From an optimization exercise on the open Yosys and OpenROAD flow, aimed at small area, a short achievable clock period and few clock cycles per item; shortcuts taken in it are not production practice.
Where RTL was checked, it was by simulation tests only, not by an equivalence proof against the original.
Function not checked in run 5: the RTL went through the layout flow alone.

==> design.v <==
package s2ct_pkg;
  localparam logic [19:0] MICRO_MAX = 20'd999999;
  localparam logic [63:0] ADJ225 = 64'b0000000000000000100110110111110001011101001111100001111100000000;
  localparam logic [175:0] MD_TO = 176'b10000010010100000100101000001001010000010010100000100100011101000001000001111010001011010100110110001010001011010101010010101110100001100000110011010001010110110000101111100000;
  localparam logic [143:0] HM32 = 144'b111011100111011100110111000110011000101110100101010100100110000100010000011101100011001100010101000010001000001100100001000100000100000000000000;
  function automatic logic [8:0] day_est(input logic [9:0] ah);
    logic [16:0] p;
    p = {1'b0, ah, 6'd0} + {2'b0, ah, 5'd0} + {7'd0, ah};
    day_est = p[16:8];
  endfunction
  function automatic logic [10:0] day_rem(input logic [17:0] a, input logic [8:0] dq);
    day_rem = a[10:0] - ({dq[1:0], 9'd0} + {dq[3:0], 7'd0} + {dq[5:0], 5'd0}
                         + {1'b0, dq, 1'b0} + {2'd0, dq});
  endfunction
  function automatic logic [10:0] block_split(input logic [10:0] r);
    logic [2:0] k;
    logic [7:0] adj;
    logic       dc;
    logic [1:0] hq;
    logic [2:0] kk;
    k = 3'd0;
    for (int i = 1; i < 6; i++) begin
      if (r >= 11'(225 * i)) k = 3'(i);
    end
    adj = ADJ225[8*k +: 8];
    dc = (k >= 3'd3);
    kk = k - 3'd3;
    hq = dc ? kk[1:0] : k[1:0];
    block_split = {dc, hq, r[7:0] + adj};
  endfunction
  function automatic logic [7:0] split15(input logic [7:0] p);
    logic [4:0] sm, sw;
    logic [3:0] hi;
    logic       c;
    sm = {1'b0, p[7:4]} + {1'b0, p[3:0]};
    c  = (sm >= 5'd15);
    sw = sm - 5'd15;
    hi = p[7:4] + {3'd0, c};
    split15 = {hi, c ? sw[3:0] : sm[3:0]};
  endfunction
  function automatic logic [7:0] seconds(input logic [3:0] p0, input logic [6:0] a);
    logic [5:0] q;
    logic [4:0] sq, sqw;
    logic       cq;
    logic [1:0] c1;
    logic [3:0] sp;
    q   = {{1'b0, p0} + {1'b0, a[6:3]}, a[2]};
    sq  = {3'd0, q[5:4]} + {1'b0, q[3:0]};
    cq  = (sq >= 5'd15);
    c1  = q[5:4] + {1'b0, cq};
    sqw = sq - 5'd15;
    sp  = cq ? sqw[3:0] : sq[3:0];
    seconds = {c1, sp, a[1:0]};
  endfunction
  function automatic logic [10:0] hour_minute(input logic [1:0] hq, input logic [3:0] p1,
                                              input logic [3:0] p0, input logic [1:0] c1);
    logic [5:0] ml1;
    logic [8:0] hm1;
    logic [2:0] hl1;
    logic [6:0] mt, mtw;
    logic       c2;
    logic [5:0] m;
    logic [2:0] hl;
    hm1 = HM32[9*p1 +: 9];
    hl1 = hm1[8:6];
    ml1 = hm1[5:0];
    mt  = {1'b0, ml1} + {2'd0, p0, 1'b0} + {5'd0, c1};
    c2  = (mt >= 7'd60);
    mtw = mt - 7'd60;
    m   = c2 ? mtw[5:0] : mt[5:0];
    hl  = hl1 + {2'd0, c2};
    hour_minute = {hq, hl, m};
  endfunction
  function automatic logic [8:0] month_day(input logic [8:0] d, input logic leap);
    logic [3:0] c;
    logic [4:0] lo;
    logic [5:0] t, tw;
    logic [10:0] to;
    logic [4:0] o;
    logic       sel;
    logic [4:0] off;
    c  = d[8:5];
    lo = d[4:0];
    to = MD_TO[11*c +: 11];
    t  = to[10:5];
    o  = to[4:0];
    if (leap && c != 4'd0) begin
      t = t + 6'd1;
      if (c != 4'd1) o = o - 5'd1;
    end
    sel = ({1'b0, lo} >= t);
    tw  = 6'd1 - t;
    off = sel ? tw[4:0] : o + 5'd1;
    month_day = {c + {3'd0, sel} + 4'd1, lo + off};
  endfunction
  function automatic logic div25(input logic [7:0] p);
    div25 = (p == 8'd0) || (p == 8'd25) || (p == 8'd50) || (p == 8'd75) || (p == 8'd100)
         || (p == 8'd125) || (p == 8'd150) || (p == 8'd175) || (p == 8'd200);
  endfunction
endpackage
module s2ct_front (
  input  logic        cfg_we_i,
  input  logic [15:0] cfg_data_i,
  input  logic        cfg_run_i,    
  input  logic [15:0] cfg_year_i,
  input  logic [24:0] secs_i,
  input  logic [19:0] micro_i,
  output logic [46:0] x1_o      
);
  logic [17:0] a_hi;
  logic [8:0]  dq;
  logic [10:0] rq;
  logic [19:0] micro;
  assign a_hi = cfg_run_i ? {2'b00, cfg_year_i} : secs_i[24:7];
  assign dq   = s2ct_pkg::day_est(a_hi[17:8]);
  assign rq   = s2ct_pkg::day_rem(a_hi, dq);
  always_comb begin
    if (cfg_we_i) begin
      micro = {2'b00, (cfg_data_i[3:0] == 4'b0000), (cfg_data_i[1:0] == 2'b00), cfg_data_i};
    end else begin
      micro = (micro_i > s2ct_pkg::MICRO_MAX) ? s2ct_pkg::MICRO_MAX : micro_i;
    end
  end
  assign x1_o = {micro, dq, rq, secs_i[6:0]};
endmodule
module s2ct_queue #(
  parameter int W = 48
) (
  input  logic         clk_i,
  input  logic         rst_ni,
  input  logic         en_i,
  input  logic         valid_i,
  input  logic [W-1:0] data_i,
  output logic         valid_o,
  output logic [W-1:0] data_o
);
  always_ff @(posedge clk_i or negedge rst_ni) begin
    if (!rst_ni) begin
      valid_o <= 1'b0;
    end else if (en_i) begin
      valid_o <= valid_i;
    end
  end
  always_ff @(posedge clk_i) begin
    if (en_i) begin
      data_o <= data_i;
    end
  end
endmodule
module s2ct_mid (
  input  logic [46:0] x1_i,      
  input  logic        leap_i,
  output logic [47:0] x2_o,      
  output logic        leap_o
);
  logic [10:0] blk;
  logic [7:0]  p15;
  logic [8:0]  d;
  logic [8:0]  md;
  logic [7:0]  sec;
  logic        past;
  assign blk  = s2ct_pkg::block_split(x1_i[17:7]);
  assign p15  = s2ct_pkg::split15(blk[7:0]);
  assign d    = x1_i[26:18] + {8'd0, blk[10]};
  assign past = (d >= (leap_i ? 9'd366 : 9'd365));
  assign md   = s2ct_pkg::month_day(d, leap_i);
  assign sec  = s2ct_pkg::seconds(p15[3:0], x1_i[6:0]);
  assign x2_o   = {past, x1_i[46:27], md, blk[9:8], p15, sec};
  assign leap_o = x1_i[43] && (!s2ct_pkg::div25(blk[7:0]) || x1_i[44]);
endmodule
module s2ct_back (
  input  logic [47:0] x2_i,      
  output logic [47:0] data_o,
  output logic        past_o
);
  logic        past;
  logic [19:0] micro;
  logic [8:0]  md;
  logic [10:0] hm;
  assign past  = x2_i[47];
  assign micro = x2_i[46:27];
  assign md    = x2_i[26:18];
  assign hm    = s2ct_pkg::hour_minute(x2_i[17:16], x2_i[15:12], x2_i[11:8], x2_i[7:6]);
  assign past_o = past;
  assign data_o = past ? {2'b00, micro, 6'd59, 6'd59, 5'd23, 5'd31, 4'd12}
                       : {2'b00, micro, x2_i[5:0], hm[5:0], hm[10:6], md[4:0], md[8:5]};
endmodule
module seconds_to_calendar_time (
  input  logic        clk_i,
  input  logic        rst_ni,
  input  logic        cfg_we_i,
  input  logic [15:0] cfg_data_i,
  input  logic        s_axis_tvalid,
  output logic        s_axis_tready,
  input  logic [47:0] s_axis_tdata,   
  output logic        m_axis_tvalid,
  input  logic        m_axis_tready,
  output logic [47:0] m_axis_tdata,   
  output logic [0:0]  m_axis_tuser    
);
  logic        leap_q;
  logic        en, leap_new;
  logic        cfg1_q, cfg2_q;
  logic        v1, v2;
  logic [46:0] x1, x1_q;
  logic [47:0] x2, x2_q;
  assign en            = !m_axis_tvalid || m_axis_tready;
  assign s_axis_tready = en && !cfg1_q && !cfg2_q;
  always_ff @(posedge clk_i or negedge rst_ni) begin
    if (!rst_ni) begin
      cfg1_q <= 1'b0;
      cfg2_q <= 1'b0;
    end else if (en) begin
      cfg1_q <= cfg_we_i;
      cfg2_q <= cfg1_q;
    end
  end
  s2ct_front u_front (
    .cfg_we_i   (cfg_we_i),
    .cfg_data_i (cfg_data_i),
    .cfg_run_i  (cfg1_q),
    .cfg_year_i (x1_q[42:27]),
    .secs_i     (s_axis_tdata[24:0]),
    .micro_i    (s_axis_tdata[44:25]),
    .x1_o       (x1)
  );
  s2ct_queue #(.W(27)) u_queue (
    .clk_i   (clk_i),
    .rst_ni  (rst_ni),
    .en_i    (en),
    .valid_i (s_axis_tvalid && s_axis_tready),
    .data_i  (x1[26:0]),
    .valid_o (v1),
    .data_o  (x1_q[26:0])
  );
  always_ff @(posedge clk_i) begin
    if (en && (!cfg1_q || cfg_we_i)) begin
      x1_q[46:27] <= x1[46:27];
    end
  end
  s2ct_mid u_mid (
    .x1_i   (x1_q),
    .leap_i (leap_q),
    .x2_o   (x2),
    .leap_o (leap_new)
  );
  always_ff @(posedge clk_i or negedge rst_ni) begin
    if (!rst_ni) begin
      leap_q <= 1'b1;
    end else if (cfg2_q) begin
      leap_q <= leap_new;
    end
  end
  s2ct_queue #(.W(48)) u_queue2 (
    .clk_i   (clk_i),
    .rst_ni  (rst_ni),
    .en_i    (en),
    .valid_i (v1),
    .data_i  (x2),
    .valid_o (v2),
    .data_o  (x2_q)
  );
  assign m_axis_tvalid = v2;
  s2ct_back u_back (
    .x2_i   (x2_q),
    .data_o (m_axis_tdata),
    .past_o (m_axis_tuser[0])
  );
endmodule
==> flow/run.sh <==
#!/bin/bash
# Standard layout, with synthesis left to plain gates (no full/half adder
# cells, no Kogge-Stone carry map, ABC area script) and plain buffers on the
# ports. Each tool's full output is in the ORFS logs under orfs/logs; make's
# own output is in make_finish.log.
set -euo pipefail
bash standard.sh \
  ADDER_MAP_FILE= \
  SYNTH_OPERATIONS_ARGS=-nofsm \
  ABC_AREA=1 \
  "BUFFER_PORTS_ARGS=-buffer_cell sky130_fd_sc_hd__buf_1" \
  finish > make_finish.log 2>&1
==> standard.sh <==
#!/bin/bash
# synth_recipe.tcl (not shown) runs the flow's synth.tcl, then flattens the netlist and writes it again
# the make line also repeats each setting of config.mk as NAME=value (left out here)
make -C /OpenROAD-flow-scripts/flow DESIGN_CONFIG=/design/flow/config.mk WORK_HOME=/design/flow/orfs CLKGATE_MAP_FILE= SYNTH_SCRIPT=/design/flow/synth_recipe.tcl "${@:-finish}"
==> config.mk <==
export PLATFORM = sky130hd
export DESIGN_NAME = seconds_to_calendar_time
export DESIGN_NICKNAME = seconds_to_calendar_time
export VERILOG_FILES = /design/flow/design.v
export SDC_FILE = /design/flow/constraint.sdc
export NUM_CORES = 4
export LEC_CHECK = 0
export CAP_MARGIN = 20
export CORE_MARGIN = 2
export CORE_UTILIZATION = 40
export SLEW_MARGIN = 20
==> constraint.sdc <==
create_clock -name core_clock -period 8.0 [get_ports {clk_i}]
set_input_delay 1.6000 -clock core_clock [delete_from_list [all_inputs] [get_ports {clk_i}]]
set_output_delay 1.6000 -clock core_clock [all_outputs]
set_load 0.01 [all_outputs]
==> results of run 1 <==
placed cells by master, fill, tap and decap left out, types with 4 or more instances in the layout:
master / n
nor2_1: 103
o22ai_1: 4
xnor2_1: 8
nand2_4: 6
nand3_1: 101
or2_1: 10
dfrtp_1: 4
o21ai_1: 15
o21ai_0: 37
inv_1: 132
inv_2: 22
nand4_1: 14
clkbuf_16: 9
nand2_1: 329
or2_2: 28
buf_1: 114
xor2_1: 35
edfxtp_1: 95
a31oi_1: 4
nand3_2: 16
nor2_2: 8
a21oi_1: 22
nand2_2: 43
nor3_1: 6
o21ai_2: 10
kinds of logic after synthesis:
logic type	synth area share (%)
and+or+nand+nor	39.90
buffers and inverters	9.865
AOI/OAI and AO/OA	8.052
DFF	36.59
xor gates and xnor gates	5.025
adders and majority gates	0.2766
muxes	0.2459
other	0.04605
area by class of cell:
type / instances / area [µm²] / area share (%)
well taps: 270 / 337.8 / 3.752
clock buffers: 9 / 225.2 / 2.501
flip-flops and latches: 100 / 2979 / 33.09
inverters: 158 / 594.3 / 6.601
repair buffers: 115 / 435.4 / 4.836
clock inverters: 7 / 67.56 / 0.7504
multi-input cells: 846 / 4364 / 48.47
routing by layer:
metal  up-vias  share of wire, %
met2       117                49
met4         0               2.0
met5         -                 0
met3        23               3.5
li1       3833                 -
met1      3232                46
per-stage QoR:
stage | hold slack (ns) | instance area (µm²)
2_1_floorplan | 0.4003 | 8147
3_3_place_gp | 0.4012 | 8711
3_5_place_dp | 0.4122 | 8711
4_1_cts | 0.4363 | 9004
5_1_grt | 0.4363 | 9004
6_report | 0.4335 | 9004
sequential cells by signal, summed over array words and instances, names as in the netlist:
signal,flops
u_queue.data_o,27
u_queue2.data_o,48
cfg1_q,1
u_queue2.valid_o,1
u_queue.valid_o,1
x1_q,20
cfg2_q,1
leap_q,1
worst max-delay path by stage:
stage | start | to | slack, ns
after CTS | s_axis_tdata[17] | u_queue.data_o[16]$_DFFE_PN_ | 2.80
after global placement | s_axis_tdata[17] | u_queue.data_o[16]$_DFFE_PN_ | 2.50
final | s_axis_tdata[17] | u_queue.data_o[16]$_DFFE_PN_ | 2.78
after detailed placement | s_axis_tdata[17] | u_queue.data_o[16]$_DFFE_PN_ | 2.44
after floorplan | s_axis_tdata[18] | u_queue.data_o[16]$_DFFE_PN_ | 2.99
after global routing | s_axis_tdata[17] | u_queue.data_o[16]$_DFFE_PN_ | 2.24
synth_stat cells, types with 3 or more instances:
cell      count  share of area (%)
a31oi_1       4               0.31
inv_2        22                1.0
nor4_1        3               0.23
nand3_1     101                6.2
a21oi_1      22                1.4
nand2_2      43                3.3
inv_1       133                6.1
nand2_4       6               0.83
or2_2        28                2.2
dfrtp_1       4                1.2
nand4_1      14                1.1
or2_1        10               0.77
nor3_1        6               0.37
nand2_1     329                 15
nand3_2      16                2.0
xor2_1       35                3.8
o21ai_0      37                2.3
o21ai_2      10                1.1
edfxtp_1     95                 35
o21ai_1      15               0.92
nor2_1      103                4.7
o22ai_1       4               0.31
buf_4        23                2.1
nor2_2        8               0.61
clkbuf_1      7               0.32
nand4_2       3               0.46
clkinv_1      3               0.14
xnor2_1       8               0.86
or2_4         3               0.32
==> results.txt, run 1 <==
- Core Region: 0.02010 mm²
- Post-cts sizing count: 0
- Async set-reset flop share out of synthesis: 5.000%
- Crit Reg-Reg Startpoint: cfg1_q$_DFFE_PN0N_
- H-Tree Depth: 3
- Clk root buf: clkbuf_16
- Critical path's most frequent cell: nand2_1
- Worst path depth: 38
- Worst slew pin tran: 1.017 ns
- Avg Vias per Cell: 4.787
- CP arrival: 5.31 ns
- Clock Latency Late Sink: 0.35 ns
- Buffers and inverters on the worst path: 7
- Worst slack, placed: 2.445 ns
- Placed Cells: 1489
- Slew HR: 32.17%
- Met2 usage: 30.59%
- Initial Utilization: 40.50%
- Cts hold-fix bufs: 0
- Min-Delay Path Depth: 0
- Worst min path class: reg -> reg
- Worst path slowest cell: or2_1
- Main synth FF type: edfxtp_1
- Setup Fix Bufs, Post-CTS: 0
- Layout area overhead: 10.57%
- Reg clk slew, reported paths: 0.08 ns
- Cell family with most CP delay: simple AND/OR/NAND/NOR gates
- Seq/Total Area, Yosys: 36.59%
- Outcome: no timing/DRC/antenna violations
- IO buf count: 114
- Met3 Usage GRT: 2.688%
- Hold Vio Cnt, Final: 0
- WS Path Type: in -> reg
- Post-DP HPWL: 14.16 mm
- R2r setup slk: 2.88 ns
- Share of layout cells above drive strength 1: 13.93%
- Global route overflow: 0
- CTS Buf Count: 9
- Mapped cell area: 0.008143 mm²
- Final slew viol count: 0
- Layout Cells excl Fill: 1505
- Die height: 146.7 µm
- Die area: 0.02152 mm²
- TritonRoute pass-1 iters: 5
- CTS tree: built
- Routed Antenna Nets: 0
- HP Start: u_queue.data_o[1]$_DFFE_PN_
- Avg WL per Cell: 11.79 µm
- Max incr delay on CP: 0.24 ns
- Routed WL: 17.75 mm
- Largest net degree at the start of global routing: 79
- Final setup fails: 0
- Max clock buf depth: 2
- DRC Markers: 0
- WHS Endpoint: u_queue2.data_o[1]$_DFFE_PN_
- FP Rows: 52
- Worst setup skew after layout: 0.01255 ns
- Setup ws final: 2.783 ns
- Crit start category: input port
- Total Neg Setup Slack: 0 ns
- ANT cells: 0
- # fillers: 2065
- Total track usage: 16.96%
- CTS sink count: 100
- Synth Register Bits: 100
- Max_cap viols: 0
- Max Freq: 191.7 MHz
- Met1 Resource Use GR: 20.88%
- Fin crit share: 65.21%
- Drt initial violations: 316
- Ys Warns: 6
- Nets: 1299
- CP Max Fanout: 4
- Path depth of the worst reg2reg path: 34
- Placer Congestion: 0.9015
- First-pass GRT wire length: 29.97 mm
- Number of enable flip-flop cells after synthesis: 95
- Post-layout util: 44.78%
- Initial antenna violation count: 0
- Vias in the first global route: 6639
- Endpoint of the lowest-slack register-to-register path: u_queue.data_o[16]$_DFFE_PN_
- Data required, critical path: 8.10 ns
- Avg Cell Area, Syn: 7.181 µm²
- Die width: 146.7 µm
- I/O Pins: 120
- CP Capture Type: flop
- Total number of vias: 7205
- Fin crit period: 5.217 ns
- Unique masters post-synth: 58
- GRT busiest layer: met2
- Unrepaired setup endpoints after global routing: no
- Synth Instances: 1134
Testbench counts, summed over its fixed seeds: cycles 8,024, items 8,000.
==> run 2: changes to the inputs <==
--- a/design.v
+++ b/design.v
@@ -1,30 +1,38 @@
 package s2ct_pkg;
   localparam logic [19:0] MICRO_MAX = 20'd999999;
-  localparam logic [63:0] ADJ225 = 64'b0000000000000000100110110111110001011101001111100001111100000000;
   localparam logic [175:0] MD_TO = 176'b10000010010100000100101000001001010000010010100000100100011101000001000001111010001011010100110110001010001011010101010010101110100001100000110011010001010110110000101111100000;
   localparam logic [143:0] HM32 = 144'b111011100111011100110111000110011000101110100101010100100110000100010000011101100011001100010101000010001000001100100001000100000100000000000000;
-  function automatic logic [8:0] day_est(input logic [9:0] ah);
-    logic [16:0] p;
-    p = {1'b0, ah, 6'd0} + {2'b0, ah, 5'd0} + {7'd0, ah};
-    day_est = p[16:8];
-  endfunction
-  function automatic logic [10:0] day_rem(input logic [17:0] a, input logic [8:0] dq);
-    day_rem = a[10:0] - ({dq[1:0], 9'd0} + {dq[3:0], 7'd0} + {dq[5:0], 5'd0}
-                         + {1'b0, dq, 1'b0} + {2'd0, dq});
-  endfunction
-  function automatic logic [10:0] block_split(input logic [10:0] r);
+  localparam logic [287:0] Q13 = 288'b101111000101101100101011111101010011101000111100111011100101111100100011100010111100001010011111110011110010011100110011011010011001110011000010010110110010101001010011101010010001010000101001111001001101101001100001001010100001001000000111100000110000000100100000011000000001100000000000;
+  localparam logic [319:0] R13 = 320'b00100110000000111100101000001110001001110111001011010110111101000100110010110111000101101110101000101001000110011110101001100011100100110010001101011000011110100000011110100110010110000010010110101101010101000100111101010010011001000011110110100001001000101000011100110001011100000100010100001011100000010111000000000000;
+  localparam logic [63:0]  Q9  = 64'b1011101010011001100001110110011001010100001100110010000100000000;
+  localparam logic [159:0] R9  = 160'b0011111111011010001010010001010001000101001110100001100010111000101110000010111000110100010101110100100001011100000101110010111010010101110110000000000000000000;
+  function automatic logic [19:0] day_split(input logic [17:0] a);
+    logic [8:0]  dq;
+    logic [10:0] sq;
+    dq = Q13[9*a[17:13] +: 9] + {5'd0, Q9[4*a[12:9] +: 4]};
+    sq = {1'b0, R13[10*a[17:13] +: 10]} + {1'b0, R9[10*a[12:9] +: 10]} + {2'd0, a[8:0]};
+    day_split = {dq, sq};
+  endfunction
+  localparam logic [63:0] ADJ225 = 64'b1101100110111010100110110111110001011101001111100001111100000000;
+  function automatic logic [11:0] block_split(input logic [10:0] r);
     logic [2:0] k;
     logic [7:0] adj;
-    logic       dc;
+    logic [1:0] dc;
     logic [1:0] hq;
-    logic [2:0] kk;
     k = 3'd0;
-    for (int i = 1; i < 6; i++) begin
+    for (int i = 1; i < 8; i++) begin
       if (r >= 11'(225 * i)) k = 3'(i);
     end
     adj = ADJ225[8*k +: 8];
-    dc = (k >= 3'd3);
-    kk = k - 3'd3;
-    hq = dc ? kk[1:0] : k[1:0];
+    case (k)
+      3'd0, 3'd1, 3'd2: dc = 2'd0;
+      3'd3, 3'd4, 3'd5: dc = 2'd1;
+      default:          dc = 2'd2;
+    endcase
+    case (k)
+      3'd0, 3'd3, 3'd6: hq = 2'd0;
+      3'd1, 3'd4, 3'd7: hq = 2'd1;
+      default:          hq = 2'd2;
+    endcase
     block_split = {dc, hq, r[7:0] + adj};
   endfunction
@@ -113,6 +121,5 @@
   logic [19:0] micro;
   assign a_hi = cfg_run_i ? {2'b00, cfg_year_i} : secs_i[24:7];
-  assign dq   = s2ct_pkg::day_est(a_hi[17:8]);
-  assign rq   = s2ct_pkg::day_rem(a_hi, dq);
+  assign {dq, rq} = s2ct_pkg::day_split(a_hi);
   always_comb begin
     if (cfg_we_i) begin
@@ -154,5 +161,5 @@
   output logic        leap_o
 );
-  logic [10:0] blk;
+  logic [11:0] blk;
   logic [7:0]  p15;
   logic [8:0]  d;
@@ -162,5 +169,5 @@
   assign blk  = s2ct_pkg::block_split(x1_i[17:7]);
   assign p15  = s2ct_pkg::split15(blk[7:0]);
-  assign d    = x1_i[26:18] + {8'd0, blk[10]};
+  assign d    = x1_i[26:18] + {7'd0, blk[11:10]};
   assign past = (d >= (leap_i ? 9'd366 : 9'd365));
   assign md   = s2ct_pkg::month_day(d, leap_i);
==> run 2 against run 1 <==
Net effect: largest cell class unchanged; first-iteration DRC count increased by 13%; hold slack got worse by 0.012 ns.
==> results.txt, run 2 <==
- Outcome: no timing/DRC/antenna violations
- Clock Latency Late Sink: 0.36 ns (about the same)
- Commonest non-fill, non-tap cell in the layout: nand2_1
- Routed Antenna Nets: 0 (unchanged)
- Worst min path class: reg -> reg
- Biggest regs: u_queue2.data_o: 48 flops, u_queue.data_o: 27 flops, x1_q: 20 flops
- Slew HR: 36.12% (+3.9 points)
- Most numerous cell in the Yosys netlist: nand2_1
- Initial Utilization: 40.75% (+0.25 points)
- Hold Vio Cnt, Final: 0 (unchanged)
- Ys Warns: 6 (unchanged)
- CP arrival: 5.36 ns (+0.05 ns)
- Unrepaired setup endpoints after global routing: no
- I/O Pins: 120 (unchanged)
- CTS Buf Count: 9 (unchanged)
- Total number of vias: 6886 (-4.4%)
- Fin crit share: 65.68% (+0.47 points)
- Async set-reset flop share out of synthesis: 5.000% (unchanged)
- Crit Reg-Reg Startpoint: u_queue.data_o[11]$_DFFE_PN_
- CP Capture Type: flop
- Post-synth top area share: 36.09% (+1.1 points)
- Data required, critical path: 8.11 ns (about the same)
- Drt initial violations: 356 (+13%)
- HP Start: u_queue.data_o[1]$_DFFE_PN_
- Top cells by area, synth: edfxtp_1, nand2_1, inv_1
- Share of layout cells above drive strength 1: 11.19% (-2.7 points)
- Crit path from: s_axis_tdata[21]
- Nets: 1253 (-3.5%)
- Max incr delay on CP: 0.49 ns (+0.25 ns)
- Reg clk slew, reported paths: 0.07 ns (about the same)
- Critical path's most frequent cell: nand2_1
- IO buf count: 114 (unchanged)
- Routed WL: 16.83 mm (-5.2%)
- H-Tree Depth: 3 (unchanged)
- Seq. cell area: 0.002979 mm² (unchanged)
- Max clock buf depth: 2 (unchanged)
- Number of enable flip-flop cells after synthesis: 95 (unchanged)
- Main synth FF type: edfxtp_1
- Setup Fix Bufs, Post-CTS: 0 (unchanged)
- Clk root buf: clkbuf_16
- Top cells by count, synth: nand2_1, inv_1, nor2_1
- Final setup fails: 0 (unchanged)
- Die area: 0.02090 mm² (-2.8%)
- WS Path Type: in -> reg
- Top reg by flops: u_queue2.data_o
- Vias in the first global route: 6037 (-9.1%)
- Placer Congestion: 0.9032 (+0.19%)
- Cts hold-fix bufs: 0 (unchanged)
- Avg WL per Cell: 11.57 µm (-1.9%)
- Worst path slowest cell: o21ai_0
- Layout Cells excl Fill: 1454 (-3.4%)
- Most frequent cells in the layout: nand2_1, inv_1, buf_1, nor2_1, edfxtp_1
- Footprint of the multi-input gates: 0.004116 mm² (-5.7%)
- Synth Instances: 1091 (-3.8%)
- Max Freq: 190.3 MHz (-0.71%)
- Max_cap viols: 0 (unchanged)
- Initial antenna violation count: 0 (unchanged)
- Core Region: 0.01940 mm² (-3.5%)
- Largest net degree at the start of global routing: 78 (-1.3%)
- Cell family with most CP delay: simple AND/OR/NAND/NOR gates
- Unique masters post-synth: 55 (-5.2%)
- Avg Vias per Cell: 4.736 (-1.1%)
- Total track usage: 16.35% (-0.60 points)
- Final slew viol count: 0 (unchanged)
- Layout area overhead: 11.10%
- Synth Register Bits: 100 (unchanged)
- Avg Cell Area, Syn: 7.246 µm² (+0.91%)
- Placed Cells: 1438 (-3.4%)
- First-pass GRT wire length: 27.15 mm (-9.4%)
- Seq/Total Area, Yosys: 37.69% (+1.1 points)
- Post-cts sizing count: 0 (unchanged)
- CTS tree: built
- Mapped cell area: 0.007905 mm² (-2.9%)
- TritonRoute pass-1 iters: 7 (+2)
- Global route overflow: 0 (unchanged)
- Post-DP HPWL: 13.47 mm (-4.9%)
- Die width: 144.6 µm (-1.4%)
- Yosys top cell by area: edfxtp_1
- Max reg flops: 48 (unchanged)
- CP Max Fanout: 5 (+1)
- DRC Markers: 0 (unchanged)
- CTS sink count: 100 (unchanged)
- Crit start category: input port
- Total Neg Setup Slack: 0 ns (unchanged)
- Worst slew pin tran: 0.9581 ns (-0.05923 ns)
- # fillers: 2060 (-0.24%)
- FP Rows: 51 (-1.9%)
- Worst setup skew after layout: 0.01170 ns (-0.0008514 ns)
- Fin crit period: 5.254 ns (+0.03757 ns)
- Buffers and inverters on the worst path: 6 (-1)
- ANT cells: 0 (unchanged)
- Die height: 144.6 µm (-1.4%)
==> run 2: worst paths after layout <==
check	depth (start not counted)	end	slack, ns
min in group asynchronous	1	u_queue2.valid_o$_DFFE_PN0N_	1.09
worst min-delay path	0	u_queue2.data_o[1]$_DFFE_PN_	0.42
worst max-delay path	30	u_queue.data_o[17]$_DFFE_PN_	2.75
worst max register to register	32	u_queue2.data_o[22]$_DFFE_PN_	3.04
worst min register to register	0	u_queue2.data_o[1]$_DFFE_PN_	0.42
max in group asynchronous	1	leap_q$_DFFE_PN1P_	6.64
==> run 2: cell type report <==
class,count,share of cell area (%)
well taps,265,3.775
clock buffers,9,2.564
inverters,158,6.753
multi-input cells,798,46.87
clock inverters,7,0.9830
repair buffers,117,5.129
flip-flops and latches,100,33.92
==> run 2: routing by layer <==
metal	vias to the layer above	wire, µm	GRT usage (%)
li1	3720	-	-
met2	180	7752	27.59
met4	0	274	4.752
met3	19	915	4.007
met5	-	0	0
met1	2967	7885	20.82
==> run 2: cells by family after synthesis <==
group                      synth area share [%]
AOI/OAI and AO/OA                         11.24
xor gates and xnor gates                  6.189
adders and majority gates                0.1266
buffers and inverters                     10.29
DFF                                       37.69
muxes                                    0.1266
other                                   0.04744
and+or+nand+nor                           34.30
==> run 2: metrics by stage <==
| stage | util, % | setup WS [ns] | hold slack (ns) | area (µm²) |
|---|---|---|---|---|
| floorplan | - | 3.160 | 0.4003 | 7909 |
| global placement | 43.67 | 2.368 | 0.4019 | 8471 |
| detailed placement | 43.67 | 2.351 | 0.4057 | 8471 |
| CTS | 45.27 | 2.739 | 0.4251 | 8782 |
| global route | 45.27 | 2.252 | 0.4308 | 8782 |
| finish | 45.27 | 2.746 | 0.4210 | 8782 |
Testbench counts of run 2, summed over its fixed seeds: cycles 8,024, items 8,000.
==> run 3: changes to the inputs <==
==> flow/run.sh (replaced) <==
#!/bin/bash
# Standard layout, with synthesis left to plain gates (no full/half adder
# cells, no Kogge-Stone carry map, ABC area script), plain buffers on the
# ports, and clock tree synthesis without dummy loads. Each tool's full
# output is in the ORFS logs under orfs/logs; make's own output is in
# make_finish.log.
set -euo pipefail
bash standard.sh \
  ADDER_MAP_FILE= \
  SYNTH_OPERATIONS_ARGS=-nofsm \
  ABC_AREA=1 \
  "BUFFER_PORTS_ARGS=-buffer_cell sky130_fd_sc_hd__buf_1" \
  "CTS_ARGS=-sink_clustering_enable -repair_clock_nets -dont_use_dummy_load -buf_list sky130_fd_sc_hd__clkbuf_8 -sink_clustering_size 10" \
  finish > make_finish.log 2>&1
--- a/config.mk
+++ b/config.mk
@@ -8,4 +8,4 @@
 export CAP_MARGIN = 20
 export CORE_MARGIN = 2
-export CORE_UTILIZATION = 40
+export CORE_UTILIZATION = 55
 export SLEW_MARGIN = 20
==> run 3 against run 2 <==
Net effect: critical path depth unchanged; clock skew is 0.030 ns higher; routed wire length decreased by 3.7%; first-iteration DRC count down 10%; core utilization increased by 16 points; critical path type unchanged.
==> results.txt, run 3 <==
- Outcome: no timing/DRC/antenna violations
- WS Path Type: in -> reg
- Total number of vias: 6893 (+0.10%)
- Core Region: 0.01393 mm² (-28%)
- Ys Warns: 6 (unchanged)
- Met3 Usage GRT: 4.167% (+0.16 points)
- Total track usage: 21.94% (+5.6 points)
- Synth Instances: 1091 (unchanged)
- Data required, critical path: 8.11 ns (about the same)
- CTS Buf Count: 9 (unchanged)
- Main synth FF type: edfxtp_1
- Cts hold-fix bufs: 0 (unchanged)
- Top cells by count, synth: nand2_1, inv_1, nor2_1
- Share of layout cells above drive strength 1: 10.66% (-0.53 points)
- TritonRoute pass-1 iters: 5 (-2)
- Vias in the first global route: 6030 (-0.12%)
- Hold Vio Cnt, Final: 0 (unchanged)
- H-Tree Depth: 3 (unchanged)
- Worst min path class: reg -> reg
- Met2 usage: 38.15% (+11 points)
- First-pass GRT wire length: 26.59 mm (-2.1%)
- Worst path slowest cell: o21ai_0
- Avg WL per Cell: 11.90 µm (+2.8%)
- # fillers: 1335 (-35%)
- Die width: 123.9 µm (-14%)
- Worst setup skew after layout: 0.04194 ns (+0.03024 ns)
- Fin crit period: 5.157 ns (-0.09681 ns)
- Reg clk slew, reported paths: 0.08 ns (about the same)
- Nets: 1253 (unchanged)
- Unique masters post-synth: 55 (unchanged)
- Max reg flops: 48 (unchanged)
- Clock Latency Late Sink: 0.39 ns (+0.03 ns)
- Clk root buf: clkbuf_8
- Avg Vias per Cell: 5.061 (+6.9%)
- Setup Fix Bufs, Post-CTS: 0 (unchanged)
- Post-synth top area share: 36.09% (unchanged)
- Seq/Total Area, Yosys: 37.69% (unchanged)
- Avg Cell Area, Syn: 7.246 µm² (unchanged)
- ANT cells: 0 (unchanged)
- Yosys top cell by area: edfxtp_1
- Critical path's most frequent cell: nand2_1
- Placer Congestion: 0.8995 (-0.41%)
- Footprint of the multi-input gates: 0.004116 mm² (unchanged)
- Post-cts sizing count: 0 (unchanged)
- Worst slew pin tran: 0.9500 ns (-0.008128 ns)
- Final slew viol count: 0 (unchanged)
- Seq. cell area: 0.002979 mm² (unchanged)
- CTS sink count: 100 (unchanged)
- GRT busiest layer: met2
- Post-DP HPWL: 12.80 mm (-4.9%)
- Most numerous cell in the Yosys netlist: nand2_1
- Buffers and inverters on the worst path: 6 (unchanged)
- Largest net degree at the start of global routing: 78 (unchanged)
- Met1 Resource Use GR: 27.58% (+6.8 points)
- Max clock buf depth: 2 (unchanged)
- Total Neg Setup Slack: 0 ns (unchanged)
- Mapped cell area: 0.007905 mm² (unchanged)
- Max Freq: 193.9 MHz (+1.9%)
- Max_cap viols: 0 (unchanged)
- Top cells by area, synth: edfxtp_1, nand2_1, inv_1
- Max incr delay on CP: 0.44 ns (-0.05 ns)
- CTS tree: built
- Global route overflow: 0 (unchanged)
- Die area: 0.01535 mm² (-27%)
- Cell family with most CP delay: simple AND/OR/NAND/NOR gates
- Commonest non-fill, non-tap cell in the layout: nand2_1
- Slew HR: 36.67% (+0.54 points)
- Number of enable flip-flop cells after synthesis: 95 (unchanged)
- FP Rows: 43 (-16%)
- Unrepaired setup endpoints after global routing: no
- Layout area overhead: 7.392%
- Routed WL: 16.21 mm (-3.7%)
- Drt initial violations: 320 (-10%)
- Async set-reset flop share out of synthesis: 5.000% (unchanged)
- CP arrival: 5.27 ns (-0.09 ns)
- Die height: 123.9 µm (-14%)
- Routed Antenna Nets: 0 (unchanged)
- CP Capture Type: flop
- Initial Utilization: 56.73% (+16 points)
- Biggest regs: u_queue2.data_o: 48 flops, u_queue.data_o: 27 flops, x1_q: 20 flops
- CP Max Fanout: 5 (unchanged)
- Final setup fails: 0 (unchanged)
- I/O Pins: 120 (unchanged)
- Crit start category: input port
- DRC Markers: 0 (unchanged)
- IO buf count: 114 (unchanged)
- Fin crit share: 64.47% (-1.2 points)
- Most frequent cells in the layout: nand2_1, inv_1, buf_1, nor2_1, edfxtp_1
- Initial antenna violation count: 0 (unchanged)
- Top reg by flops: u_queue2.data_o
- Synth Register Bits: 100 (unchanged)
run 3: routing by layer:
layer  vias up  share of wire [%]
met5         -                  0
met4         0                1.7
met3        17                5.3
met2       185                 48
met1      2988                 45
li1       3703                  -
run 3: cell type report:
| class | count | share of cell area (%) |
|---|---|---|
| Multi-Input combinational cell | 798 | 48.49 |
| Sequential cell | 100 | 35.09 |
| Inverter | 158 | 7.001 |
| Timing Repair Buffer | 117 | 5.306 |
| Tap cell | 180 | 2.653 |
| Clock buffer | 9 | 1.459 |
run 3: through the flow:
step | area (µm²) | util (%) | hold slack, ns | std cells | setup WS [ns]
2_1_floorplan | 7909 | - | 0.4003 | 1092 | 3.160
3_3_place_gp | 8366 | 60.03 | 0.4006 | 1353 | 2.462
3_5_place_dp | 8366 | 60.03 | 0.4056 | 1353 | 2.446
4_1_cts | 8489 | 60.92 | 0.4262 | 1362 | 2.844
5_1_grt | 8489 | 60.92 | 0.4335 | 1362 | 2.268
6_report | 8489 | 60.92 | 0.4261 | 1362 | 2.843
run 3: worst paths after layout:
check / start / endpoint / slack [ns] / depth (start not counted)
min reg2reg: u_queue.data_o[0]$_DFFE_PN_ / u_queue2.data_o[0]$_DFFE_PN_ / 0.43 / 0
min: u_queue.data_o[0]$_DFFE_PN_ / u_queue2.data_o[0]$_DFFE_PN_ / 0.43 / 0
max in group asynchronous: rst_ni / leap_q$_DFFE_PN1P_ / 6.66 / 1
max: s_axis_tdata[21] / u_queue.data_o[17]$_DFFE_PN_ / 2.84 / 30
max reg2reg: u_queue.data_o[11]$_DFFE_PN_ / u_queue2.data_o[21]$_DFFE_PN_ / 3.05 / 32
min in group asynchronous: rst_ni / u_queue.valid_o$_DFFE_PN0N_ / 1.07 / 1
run 3: logic make-up after synthesis:
family / share of synthesized area, %
compound gates: 11.24
mux: 0.1266
other cells: 0.04744
buf+inv: 10.29
flops: 37.69
simple gates: 34.30
fa+ha+maj: 0.1266
xor+xnor: 6.189
==> run 4: changes to the inputs <==
--- a/flow/run.sh
+++ b/flow/run.sh
@@ -11,4 +11,4 @@
   ABC_AREA=1 \
   "BUFFER_PORTS_ARGS=-buffer_cell sky130_fd_sc_hd__buf_1" \
-  "CTS_ARGS=-sink_clustering_enable -repair_clock_nets -dont_use_dummy_load -buf_list sky130_fd_sc_hd__clkbuf_8 -sink_clustering_size 10" \
+  "CTS_ARGS=-sink_clustering_enable -repair_clock_nets -dont_use_dummy_load -buf_list sky130_fd_sc_hd__clkbuf_8" \
   finish > make_finish.log 2>&1
==> run 4 against run 3 <==
Net effect: highest routed layer unchanged; largest cell class unchanged; sequential share of layout area stayed put; still clean on timing, DRC and antenna; critical path type unchanged; synthesized area stayed put; maximum frequency stayed put; hold slack stayed put.
==> results.txt, run 4 <==
- Outcome: no timing/DRC/antenna violations
- Routed WL: 16.21 mm (unchanged)
- Fin crit share: 64.47% (unchanged)
- CTS tree: built
- Worst slack, placed: 2.446 ns (unchanged)
- Most frequent cells in the layout: nand2_1, inv_1, buf_1, nor2_1, edfxtp_1
- Async set-reset flop share out of synthesis: 5.000% (unchanged)
- Critical path's most frequent cell: nand2_1
- Placer Congestion: 0.8995 (unchanged)
- Biggest regs: u_queue2.data_o: 48 flops, u_queue.data_o: 27 flops, x1_q: 20 flops
- Largest net degree at the start of global routing: 78 (unchanged)
- Commonest non-fill, non-tap cell in the layout: nand2_1
- Vias in the first global route: 6030 (unchanged)
- First-pass GRT wire length: 26.59 mm (unchanged)
- WS Path Type: in -> reg
- Post-DP HPWL: 12.80 mm (unchanged)
- Avg Cell Area, Syn: 7.246 µm² (unchanged)
- Nets: 1253 (unchanged)
- Core Region: 0.01393 mm² (unchanged)
- Clock Latency Late Sink: 0.39 ns (about the same)
- Ys Warns: 6 (unchanged)
- Number of enable flip-flop cells after synthesis: 95 (unchanged)
- # fillers: 1335 (unchanged)
- CP arrival: 5.27 ns (about the same)
- Reg clk slew, reported paths: 0.08 ns (about the same)
- TritonRoute pass-1 iters: 5 (unchanged)
- Worst slew pin tran: 0.9500 ns (unchanged)
- Routed Antenna Nets: 0 (unchanged)
- H-Tree Depth: 3 (unchanged)
- Mapped cell area: 0.007905 mm² (unchanged)
- ANT cells: 0 (unchanged)
- Main synth FF type: edfxtp_1
- Unique masters post-synth: 55 (unchanged)
- Setup ws final: 2.843 ns (unchanged)
- Yosys top cell by area: edfxtp_1
- DRC Markers: 0 (unchanged)
- Total number of vias: 6893 (unchanged)
- Hold Vio Cnt, Final: 0 (unchanged)
- Total Neg Setup Slack: 0 ns (unchanged)
- Synth Instances: 1091 (unchanged)
- Top reg by flops: u_queue2.data_o
- Die area: 0.01535 mm² (unchanged)
- Synth Register Bits: 100 (unchanged)
- Worst min path class: reg -> reg
- Max incr delay on CP: 0.44 ns (about the same)
- Share of layout cells above drive strength 1: 10.66% (unchanged)
- FP Rows: 43 (unchanged)
- CP Capture Type: flop
- Cts hold-fix bufs: 0 (unchanged)
- Post-synth top area share: 36.09% (unchanged)
- Max reg flops: 48 (unchanged)
- Post-DP Area: 0.008366 mm² (unchanged)
- Die height: 123.9 µm (unchanged)
- Slew HR: 36.67% (unchanged)
- Drt initial violations: 320 (unchanged)
- CTS Buf Count: 9 (unchanged)
- Footprint of the multi-input gates: 0.004116 mm² (unchanged)
- CP Max Fanout: 5 (unchanged)
- Seq. cell area: 0.002979 mm² (unchanged)
- Top cells by count, synth: nand2_1, inv_1, nor2_1
- Worst setup skew after layout: 0.04194 ns (unchanged)
- Initial Utilization: 56.73% (unchanged)
- Initial antenna violation count: 0 (unchanged)
- Max Freq: 193.9 MHz (unchanged)
- Worst path slowest cell: o21ai_0
- Global route overflow: 0 (unchanged)
- Most numerous cell in the Yosys netlist: nand2_1
- WHS: 0.4261 ns (unchanged)
- Top cells by area, synth: edfxtp_1, nand2_1, inv_1
- Avg WL per Cell: 11.90 µm (unchanged)
- Data required, critical path: 8.11 ns (about the same)
- Fin crit period: 5.157 ns (unchanged)
- I/O Pins: 120 (unchanged)
- Clk root buf: clkbuf_8
- Setup Fix Bufs, Post-CTS: 0 (unchanged)
- Final slew viol count: 0 (unchanged)
- Unrepaired setup endpoints after global routing: no
- IO buf count: 114 (unchanged)
- Post-cts sizing count: 0 (unchanged)
- Max clock buf depth: 2 (unchanged)
- Final setup fails: 0 (unchanged)
- Buffers and inverters on the worst path: 6 (unchanged)
- Crit start category: input port
- Die width: 123.9 µm (unchanged)
- Cell family with most CP delay: simple AND/OR/NAND/NOR gates
- Max_cap viols: 0 (unchanged)
- Seq/Total Area, Yosys: 37.69% (unchanged)
- Layout area overhead: 7.392% (unchanged)
- CTS sink count: 100 (unchanged)
- Design area: 0.008489 mm² (unchanged)
- Total track usage: 21.94% (unchanged)
- Avg Vias per Cell: 5.061 (unchanged)
[run 4: cells by family after synthesis]
kind of cell | count (synthesis) | share of synthesized area [%]
flops | 100 | 37.69
compound gates | 145 | 11.24
simple gates | 594 | 34.30
buf+inv | 194 | 10.29
mux | 1 | 0.1266
other cells | 1 | 0.04744
fa+ha+maj | 1 | 0.1266
xor+xnor | 55 | 6.189
[run 4: per-layer routing]
| layer | wire length (µm) | global-route usage (%) |
|---|---|---|
| met5 | 0 | 0 |
| met4 | 269 | 6.818 |
| met3 | 857 | 4.167 |
| met2 | 7777 | 38.15 |
| met1 | 7306 | 27.58 |
[run 4: metrics by stage]
stage	utilization (%)	instances
after floorplan	-	1092
after detailed placement	60.03	1353
after global routing	60.92	1362
final	60.92	1362
after global placement	60.03	1353
after CTS	60.92	1362
[run 4: final timing paths]
kind                            slack, ns  cells after the start                    startpoint                       endpoint
worst max-delay path                 2.84                     30              s_axis_tdata[21]   u_queue.data_o[17]$_DFFE_PN_
worst min register to register       0.43                      0   u_queue.data_o[0]$_DFFE_PN_   u_queue2.data_o[0]$_DFFE_PN_
worst min-delay path                 0.43                      0   u_queue.data_o[0]$_DFFE_PN_   u_queue2.data_o[0]$_DFFE_PN_
min in group asynchronous            1.07                      1                        rst_ni    u_queue.valid_o$_DFFE_PN0N_
worst max register to register       3.05                     32  u_queue.data_o[11]$_DFFE_PN_  u_queue2.data_o[21]$_DFFE_PN_
max in group asynchronous            6.66                      1                        rst_ni             leap_q$_DFFE_PN1P_
[run 4: area by class of cell]
type	instances	area share, %
Multi-Input combinational cell	798	48.49
Sequential cell	100	35.09
Inverter	158	7.001
Timing Repair Buffer	117	5.306
Tap cell	180	2.653
Clock buffer	9	1.459
==> run 5: changes to the inputs <==
--- a/design.v
+++ b/design.v
@@ -111,15 +111,20 @@
   input  logic [15:0] cfg_data_i,
   input  logic        cfg_run_i,    
-  input  logic [15:0] cfg_year_i,
+  input  logic [17:0] cfg_year_i,   
   input  logic [24:0] secs_i,
   input  logic [19:0] micro_i,
-  output logic [46:0] x1_o      
+  output logic [45:0] x1_o,         
+  output logic        leap_o
 );
   logic [17:0] a_hi;
   logic [8:0]  dq;
   logic [10:0] rq;
+  logic [11:0] blk;
+  logic [8:0]  d;
   logic [19:0] micro;
-  assign a_hi = cfg_run_i ? {2'b00, cfg_year_i} : secs_i[24:7];
+  assign a_hi     = cfg_run_i ? {2'b00, cfg_year_i[15:0]} : secs_i[24:7];
   assign {dq, rq} = s2ct_pkg::day_split(a_hi);
+  assign blk      = s2ct_pkg::block_split(rq);
+  assign d        = dq + {7'd0, blk[11:10]};
   always_comb begin
     if (cfg_we_i) begin
@@ -129,5 +134,6 @@
     end
   end
-  assign x1_o = {micro, dq, rq, secs_i[6:0]};
+  assign x1_o   = {micro, d, blk[9:0], secs_i[6:0]};
+  assign leap_o = cfg_year_i[16] && (!s2ct_pkg::div25(blk[7:0]) || cfg_year_i[17]);
 endmodule
 module s2ct_queue #(
@@ -155,41 +161,31 @@
   end
 endmodule
-module s2ct_mid (
-  input  logic [46:0] x1_i,      
+module s2ct_back (
+  input  logic [45:0] x1_i,      
   input  logic        leap_i,
-  output logic [47:0] x2_o,      
-  output logic        leap_o
-);
-  logic [11:0] blk;
+  output logic [47:0] data_o,
+  output logic        past_o
+);
+  logic [19:0] micro;
+  logic [8:0]  d;
+  logic [1:0]  hq;
   logic [7:0]  p15;
-  logic [8:0]  d;
+  logic [6:0]  a;
   logic [8:0]  md;
   logic [7:0]  sec;
+  logic [10:0] hm;
   logic        past;
-  assign blk  = s2ct_pkg::block_split(x1_i[17:7]);
-  assign p15  = s2ct_pkg::split15(blk[7:0]);
-  assign d    = x1_i[26:18] + {7'd0, blk[11:10]};
-  assign past = (d >= (leap_i ? 9'd366 : 9'd365));
-  assign md   = s2ct_pkg::month_day(d, leap_i);
-  assign sec  = s2ct_pkg::seconds(p15[3:0], x1_i[6:0]);
-  assign x2_o   = {past, x1_i[46:27], md, blk[9:8], p15, sec};
-  assign leap_o = x1_i[43] && (!s2ct_pkg::div25(blk[7:0]) || x1_i[44]);
-endmodule
-module s2ct_back (
-  input  logic [47:0] x2_i,      
-  output logic [47:0] data_o,
-  output logic        past_o
-);
-  logic        past;
-  logic [19:0] micro;
-  logic [8:0]  md;
-  logic [10:0] hm;
-  assign past  = x2_i[47];
-  assign micro = x2_i[46:27];
-  assign md    = x2_i[26:18];
-  assign hm    = s2ct_pkg::hour_minute(x2_i[17:16], x2_i[15:12], x2_i[11:8], x2_i[7:6]);
+  assign micro = x1_i[45:26];
+  assign d     = x1_i[25:17];
+  assign hq    = x1_i[16:15];
+  assign p15   = s2ct_pkg::split15(x1_i[14:7]);
+  assign a     = x1_i[6:0];
+  assign past  = (d >= (leap_i ? 9'd366 : 9'd365));
+  assign md    = s2ct_pkg::month_day(d, leap_i);
+  assign sec   = s2ct_pkg::seconds(p15[3:0], a);
+  assign hm    = s2ct_pkg::hour_minute(hq, p15[7:4], p15[3:0], sec[7:6]);
   assign past_o = past;
   assign data_o = past ? {2'b00, micro, 6'd59, 6'd59, 5'd23, 5'd31, 4'd12}
-                       : {2'b00, micro, x2_i[5:0], hm[5:0], hm[10:6], md[4:0], md[8:5]};
+                       : {2'b00, micro, sec[5:0], hm[5:0], hm[10:6], md[4:0], md[8:5]};
 endmodule
 module seconds_to_calendar_time (
@@ -206,19 +202,14 @@
   output logic [0:0]  m_axis_tuser    
 );
-  logic        leap_q;
-  logic        en, leap_new;
-  logic        cfg1_q, cfg2_q;
-  logic        v1, v2;
-  logic [46:0] x1, x1_q;
-  logic [47:0] x2, x2_q;
+  logic        leap_q, leap_new;
+  logic        en, cfg_q;
+  logic [45:0] x1, x1_q;
   assign en            = !m_axis_tvalid || m_axis_tready;
-  assign s_axis_tready = en && !cfg1_q && !cfg2_q;
+  assign s_axis_tready = en && !cfg_q;
   always_ff @(posedge clk_i or negedge rst_ni) begin
     if (!rst_ni) begin
-      cfg1_q <= 1'b0;
-      cfg2_q <= 1'b0;
+      cfg_q <= 1'b0;
     end else if (en) begin
-      cfg1_q <= cfg_we_i;
-      cfg2_q <= cfg1_q;
+      cfg_q <= cfg_we_i;
     end
   end
@@ -226,49 +217,30 @@
     .cfg_we_i   (cfg_we_i),
     .cfg_data_i (cfg_data_i),
-    .cfg_run_i  (cfg1_q),
-    .cfg_year_i (x1_q[42:27]),
+    .cfg_run_i  (cfg_q),
+    .cfg_year_i (x1_q[43:26]),
     .secs_i     (s_axis_tdata[24:0]),
     .micro_i    (s_axis_tdata[44:25]),
-    .x1_o       (x1)
+    .x1_o       (x1),
+    .leap_o     (leap_new)
   );
-  s2ct_queue #(.W(27)) u_queue (
+  s2ct_queue #(.W(46)) u_queue (
     .clk_i   (clk_i),
     .rst_ni  (rst_ni),
     .en_i    (en),
     .valid_i (s_axis_tvalid && s_axis_tready),
-    .data_i  (x1[26:0]),
-    .valid_o (v1),
-    .data_o  (x1_q[26:0])
-  );
-  always_ff @(posedge clk_i) begin
-    if (en && (!cfg1_q || cfg_we_i)) begin
-      x1_q[46:27] <= x1[46:27];
-    end
-  end
-  s2ct_mid u_mid (
-    .x1_i   (x1_q),
-    .leap_i (leap_q),
-    .x2_o   (x2),
-    .leap_o (leap_new)
+    .data_i  (x1),
+    .valid_o (m_axis_tvalid),
+    .data_o  (x1_q)
   );
   always_ff @(posedge clk_i or negedge rst_ni) begin
     if (!rst_ni) begin
       leap_q <= 1'b1;
-    end else if (cfg2_q) begin
+    end else if (cfg_q) begin
       leap_q <= leap_new;
     end
   end
-  s2ct_queue #(.W(48)) u_queue2 (
-    .clk_i   (clk_i),
-    .rst_ni  (rst_ni),
-    .en_i    (en),
-    .valid_i (v1),
-    .data_i  (x2),
-    .valid_o (v2),
-    .data_o  (x2_q)
-  );
-  assign m_axis_tvalid = v2;
   s2ct_back u_back (
-    .x2_i   (x2_q),
+    .x1_i   (x1_q),
+    .leap_i (leap_q),
     .data_o (m_axis_tdata),
     .past_o (m_axis_tuser[0])
==> run 5 against run 4 <==
Net effect: final area decreased by 19%; hold slack improved by 0.10 ns; clock skew decreased by 0.025 ns; worst setup slack got worse by 1.3 ns; critical endpoint is now m_axis_tdata[10]; still clean on timing, DRC and antenna; routed wire length decreased by 8.2%.
==> results.txt, run 5 <==
- Outcome: no timing/DRC/antenna violations
- Synth Register Bits: 49 (-51%)
- Post-DP HPWL: 12.17 mm (-4.9%)
- DRC Markers: 0 (unchanged)
- Reg clk slew, reported paths: 0.09 ns (about the same)
- Clock Latency Late Sink: 0.30 ns (-0.09 ns)
- Avg WL per Cell: 11.15 µm (-6.3%)
- Unique masters post-synth: 60 (+9.1%)
- Routed Antenna Nets: 0 (unchanged)
- Fin crit share: 81.23% (+17 points)
- Max incr delay on CP: 0.45 ns (about the same)
- Share of layout cells above drive strength 1: 8.648% (-2.0 points)
- Die width: 112.8 µm (-8.9%)
- Total number of vias: 6732 (-2.3%)
- Final setup fails: 0 (unchanged)
- Fin crit period: 6.498 ns (+1.341 ns)
- Number of enable flip-flop cells after synthesis: 46 (-52%)
- H-Tree Depth: 2 (-1)
- Most numerous cell in the Yosys netlist: nand2_1
- CTS sink count: 49 (-51%)
- Cell family with most CP delay: simple AND/OR/NAND/NOR gates
- Largest net degree at the start of global routing: 48 (-38%)
- Placed Cells: 1329 (-1.8%)
- FP Rows: 39 (-9.3%)
- Max Freq: 153.9 MHz (-21%)
- WS Path Type: reg -> out
- Post-DP Area: 0.006838 mm² (-18%)
- First-pass GRT wire length: 25.03 mm (-5.8%)
- Layout area overhead: 6.072%
- Adder-Cell Fraction of Synth Area: 0% (-0.13 points)
- Post-Synth XOR/XNOR Area: 4.266% (-1.9 points)
- Top cells by area, synth: nand2_1, edfxtp_1, inv_1
- Initial Utilization: 56.78% (about the same)
- Max reg flops: 46 (-4.2%)
- Routed WL: 14.88 mm (-8.2%)
- Design area: 0.006907 mm² (-19%)
- Top reg by flops: u_queue.data_o
- Worst slew pin tran: 0.9674 ns (+0.01740 ns)
- IO buf count: 114 (unchanged)
- Area fraction in compound gates after synthesis: 10.88% (-0.36 points)
- Data required, critical path: 6.40 ns (-1.71 ns)
- Seq/Total Area, Yosys: 22.39% (-15 points)
- Cts hold-fix bufs: 0 (unchanged)
- Final slew viol count: 0 (unchanged)
- Total track usage: 23.43% (+1.5 points)
- Mux cell area share after synthesis: 0.4612% (+0.33 points)
- Initial antenna violation count: 0 (unchanged)
- Synth Instances: 1111 (+1.8%)
- Avg Cell Area, Syn: 5.861 µm² (-19%)
- Ys Warns: 4 (-2)
- Main combinational cell family by area after synthesis: simple AND/OR/NAND/NOR gates
- Die height: 112.8 µm (-8.9%)
- Commonest non-fill, non-tap cell in the layout: nand2_1
- Avg Vias per Cell: 5.046 (-0.29%)
- # fillers: 1157 (-13%)
- Unrepaired setup endpoints after global routing: no
- Critical path's most frequent cell: nand2_1
- Drt initial violations: 559 (+75%)
- Nets: 1262 (+0.72%)
- Core Region: 0.01147 mm² (-18%)
- Post-synth top area share: 22.83% (-13 points)
- Layout Cells excl Fill: 1334 (-2.1%)
- Global route overflow: 0 (unchanged)
- Max_cap viols: 0 (unchanged)
- Total Neg Setup Slack: 0 ns (unchanged)
- Worst min path class: reg -> reg
- CTS Buf Count: 5 (-4)
- CP arrival: 4.90 ns (-0.37 ns)
- Top cells by count, synth: nand2_1, inv_1, nand3_1
- Setup Fix Bufs, Post-CTS: 0 (unchanged)
- Max clock buf depth: 2 (unchanged)
- TritonRoute pass-1 iters: 8 (+3)
- Hold Vio Cnt, Final: 0 (unchanged)
- Yosys top cell by area: nand2_1
- CP Capture Type: output port
- Simple-gate area share of the yosys netlist: 48.10% (+14 points)
- Mapped cell area: 0.006511 mm² (-18%)
- CP Max Fanout: 6 (+1)
- Vias in the first global route: 5722 (-5.1%)
- Slew HR: 35.41% (-1.3 points)
- Clk root buf: clkbuf_8
- Crit start category: flop
- Worst path slowest cell: edfxtp_1
- Post-cts sizing count: 0 (unchanged)
- Most frequent cells in the layout: nand2_1, inv_1, buf_1, nand3_1, nor2_1
- I/O Pins: 120 (unchanged)
- Main synth FF type: edfxtp_1
- CTS tree: built
- Worst setup skew after layout: 0.01705 ns (-0.02489 ns)
- ANT cells: 0 (unchanged)
- Async set-reset flop share out of synthesis: 6.122% (+1.1 points)
- Placer Congestion: 0.8928 (-0.74%)
- Buffers and inverters on the worst path: 5 (-1)
- Die area: 0.01273 mm² (-17%)
run 5: changes by cell type after synthesis, moves of 6 or more:
cell      delta
buf_4        +6
edfxtp_1    -49
nand2_1    +115
nand3_1     +16
o21ai_0      -7
or2_2       -18
xnor2_1     -11
xor2_1      -15
run 5: worst paths after layout:
path,to,start,slack [ns],cells past startpoint
worst max-delay path,m_axis_tdata[10],u_queue.data_o[11]$_DFFE_PN_,1.50,37
worst min-delay path,leap_q$_DFFE_PN1P_,leap_q$_DFFE_PN1P_,0.53,2
worst max register to register,leap_q$_DFFE_PN1P_,cfg_q$_DFFE_PN0N_,2.84,41
worst min register to register,leap_q$_DFFE_PN1P_,leap_q$_DFFE_PN1P_,0.53,2
max in group asynchronous,leap_q$_DFFE_PN1P_,rst_ni,6.67,1
min in group asynchronous,cfg_q$_DFFE_PN0N_,rst_ni,1.09,1
run 5: worst min-delay path, delay by kind of cell (launching register included):
family	cells	cell delay, ns
flip-flops	1	0.41
AND/OR/NAND/NOR	2	0.12
run 5: layout make-up:
type                    count  area (µm²)  area share [%]
multi-input cells         861        4155           60.16
flip-flops and latches     49        1458           21.11
inverters                 160       603.1           8.732
repair buffers            116       442.9           6.413
well taps                 143       178.9           2.591
clock buffers               5       68.82          0.9964
run 5: stage by stage:
stage	utilization [%]	hold slack (ns)	setup WS, ns
after floorplan	-	0.4511	2.323
after CTS	60.23	0.5246	1.448
final	60.23	0.5285	1.502
after global placement	59.63	0.5125	1.860
after detailed placement	59.63	0.5094	1.806
after global routing	60.23	0.5662	0.9240
run 5: kinds of logic after synthesis:
kind of cell / count (synthesis)
AOI/OAI and AO/OA: 120
xor gates and xnor gates: 30
buffers and inverters: 202
DFF: 49
muxes: 3
other: 1
and+or+nand+nor: 706
run 5: routing by layer:
metal	wire length (µm)	global-route usage (%)	up-vias	share of wire [%]
met1	7183	32.14	2841	48
li1	-	-	3668	-
met4	204	5.041	0	1.4
met5	0	0	-	0
met2	6567	39.76	209	44
met3	920	2.999	14	6.2

[port drivers added, routing unchanged]
How much do the figures lean on ideal ports? The routed layouts below were timed once more, with nothing changed but the port constraints. Step 1: set_driving_cell puts a clkbuf_16 on clk_i and a buf_2 on each other input, an assumption about the parent block. Step 2 times the ports against the registers' clock, not the clock port: input delays grow and output delays shrink by t, the midpoint of the rising clock arrivals with the driver on. Slacks: ideal / step 1 / step 2; pairs: ideal / step 1.
| run | shift t [ns] | setup slack, ns | hold WS [ns] | latest minus earliest clock arrival (ns) |
|---|---|---|---|---|
| run 1 | 0.390 | 2.783 / 2.805 / 2.415 | 0.433 / 0.433 / 0.433 | 0.012 / 0.013 |
| run 2 | 0.398 | 2.746 / 2.769 / 2.372 | 0.421 / 0.421 / 0.421 | 0.013 / 0.013 |
| run 3 | 0.403 | 2.843 / 2.858 / 2.455 | 0.426 / 0.426 / 0.426 | 0.055 / 0.055 |
| run 4 | 0.403 | 2.843 / 2.858 / 2.455 | 0.426 / 0.426 / 0.426 | 0.055 / 0.055 |
| run 5 | 0.334 | 1.502 / 1.468 / 1.801 | 0.528 / 0.528 / 0.528 | 0.026 / 0.027 |
After both steps every run listed still meets setup and hold.
